This is an optimization exercise on Yosys and OpenROAD, whose aim is small area and few clock cycles per item, not a production implementation. Where RTL was checked, it was by simulation tests only, not by an equivalence proof against the original. Power figures rest on the tool's default switching activity, not on a simulated workload.

==> flow/design.v (excerpt) <==
module lidar_frame_decoder_top (
    input  logic clk,
    input  logic rst_n,
    input  logic cfg_we,
    input  logic [15:0] cfg_wdata,
    input  logic        in_valid,
    output logic        in_ready,
    input  logic [1:0]  in_opcode,
    input  logic [1:0]  in_sensor,
    input  logic [7:0]  in_data,
    output logic        out_valid,
    input  logic        out_ready,
    output logic        out_error,
    output logic [1:0]  out_frame_event,
    output logic [16:0] out_distance,
    output logic [15:0] out_strength,
    output logic [15:0] out_temperature,
    output logic [23:0] out_version,
    output logic [15:0] out_frame_rate,
    output logic [31:0] out_baud_rate,
    output logic [1:0]  out_output_format,
    output logic [7:0]  out_response_count
);
export LEC_CHECK = 0
export CAP_MARGIN = 20
export CORE_MARGIN = 2
export CORE_UTILIZATION = 60
export SLEW_MARGIN = 20
create_clock -name core_clock -period 8.0 [get_ports {clk}]
standard.sh (not shown) runs the stock make flow with config.mk's settings and CLKGATE_MAP_FILE= SYNTH_SCRIPT=/design/flow/synth_recipe.tcl, a recipe that flattens the netlist after the stock synthesis.
==> flow/flow/run.sh <==
#!/bin/bash
# standard layout with these changes: port buffers are buf_1 cells, and CTS uses clkbuf_8
# clusters of at most 18 sinks and inserts no dummy loads
set -e
cp standard.sh standard.sh.log
export BUFFER_PORTS_ARGS="-buffer_cell sky130_fd_sc_hd__buf_1"
export CTS_ARGS="-sink_clustering_enable -repair_clock_nets -dont_use_dummy_load -buf_list sky130_fd_sc_hd__clkbuf_8 -sink_clustering_size 18 -sink_clustering_max_diameter 50"
bash standard.sh > flow_standard.log 2>&1
Change:
--- a/flow/design.v
+++ b/flow/design.v
@@ -243,16 +243,30 @@
     assign resp = ev == lfd_pkg::EV_RESP;
     always_comb
     begin
         addend = pos == 4'd0 ? 8'd0 : sum;
         addend[0] = addend[0] && !adj0;
         addend[1] = addend[1] && !adj14;
         addend[4] = addend[4] && !adj14;
     end
+    logic [7:0] sum_nxt, cnt_inc;
+    logic [8:0] sc, ic;
+    always_comb
+    begin
+        sc[0] = 1'b0;
+        ic[0] = 1'b1;
+        for (int i = 0; i < 8; i++)
+        begin
+            sum_nxt[i] = addend[i] ^ req_data[i] ^ sc[i];
+            sc[i+1] = (addend[i] && req_data[i]) || (sc[i] && (addend[i] ^ req_data[i]));
+            cnt_inc[i] = cnt[i] ^ ic[i];
+            ic[i+1] = cnt[i] && ic[i];
+        end
+    end
     logic [16:0] gc;
     always_comb
     begin
         gc[0] = 1'b1;
         for (int i = 0; i < 16; i++)
             gc[i+1] = (str[i] && !thresh_reg[i]) || (gc[i] && (str[i] || !thresh_reg[i]));
     end
     assign good = gc[16] && str != lfd_pkg::STR_SAT;
@@ -336,26 +350,26 @@
                 end
             end
             always_ff @(posedge clk)
             begin
                 if (wr_byte[g])
                 begin
                     fb_r[g] <= {fb_r[g][39:0], req_data};
                     kind_r[g] <= kind_nxt;
-                    sum_r[g] <= addend + req_data;
+                    sum_r[g] <= sum_nxt;
                 end
                 if (wr_last[g] && set_meas)
                     {rng_r[g], str_r[g], temp_r[g]} <= {fb_r[g][39:32], fb_r[g][47:40],
                                                         fb_r[g][23:16], fb_r[g][31:24],
                                                         fb_r[g][7:0],   fb_r[g][15:8]};
                 if (wr_last[g] && set_ver)
                     ver_r[g] <= {fb_r[g][23:16], fb_r[g][31:24], fb_r[g][39:32]};
                 if (wr_last[g] && set_rate)
                     rate_r[g] <= {fb_r[g][31:24], fb_r[g][39:32]};
                 if (wr_last[g] && set_baud)
                     baud_r[g] <= {fb_r[g][15:8], fb_r[g][23:16], fb_r[g][31:24], fb_r[g][39:32]};
                 if (wr_last[g] && resp)
-                    cnt_r[g] <= cnt + 8'd1;
+                    cnt_r[g] <= cnt_inc;
             end
         end
     endgenerate
 endmodule
What happened: Non-clock buffer count goes up by 9; sequential power is about the same; routed wire length drops by 2.5%; via count decreases by 1.4%; final cell count came out lower by 1.6%; final area falls by 0.36%; synthesized area is lower by 0.85%; core utilization is higher by 0.83 points; worst setup slack gains 0.48 ns; worst hold slack is about the same; clock-buffer cell count decreases by 2.
Testbench counts after the change, summed over its fixed seeds: cycles 19,240, items 19,232.
Function not checked in the first run of this note: the RTL went through the layout flow alone.

[what the ideal ports hide]
The results above use ideal ports. As a check the final layouts listed here were re-extracted and re-timed, cells and wires unchanged.
Step 1 sets driving cells, clkbuf_16 on the clock port and buf_2 on the other inputs (assumed; they add their load-dependent delay and slew).
Step 2 also shifts input and output timing later by t, the mid clock arrival at the registers, as if the neighbouring blocks saw the same clock.
Slacks: no drivers / after step 1 / after step 2; pairs: no drivers / after step 1.
| run | shift t [ns] | setup WS [ns] | clock arrival spread, ns | worst data-port slew with drivers (ns) |
|---|---|---|---|---|
| the first run | 0.678 | 1.725 / 1.669 / 2.348 | 0.086 / 0.087 | 0.03 |
| the second run | 0.685 | 2.202 / 2.152 / 2.232 | 0.049 / 0.050 | 0.08 |
After both steps setup and hold are still met in every run listed.
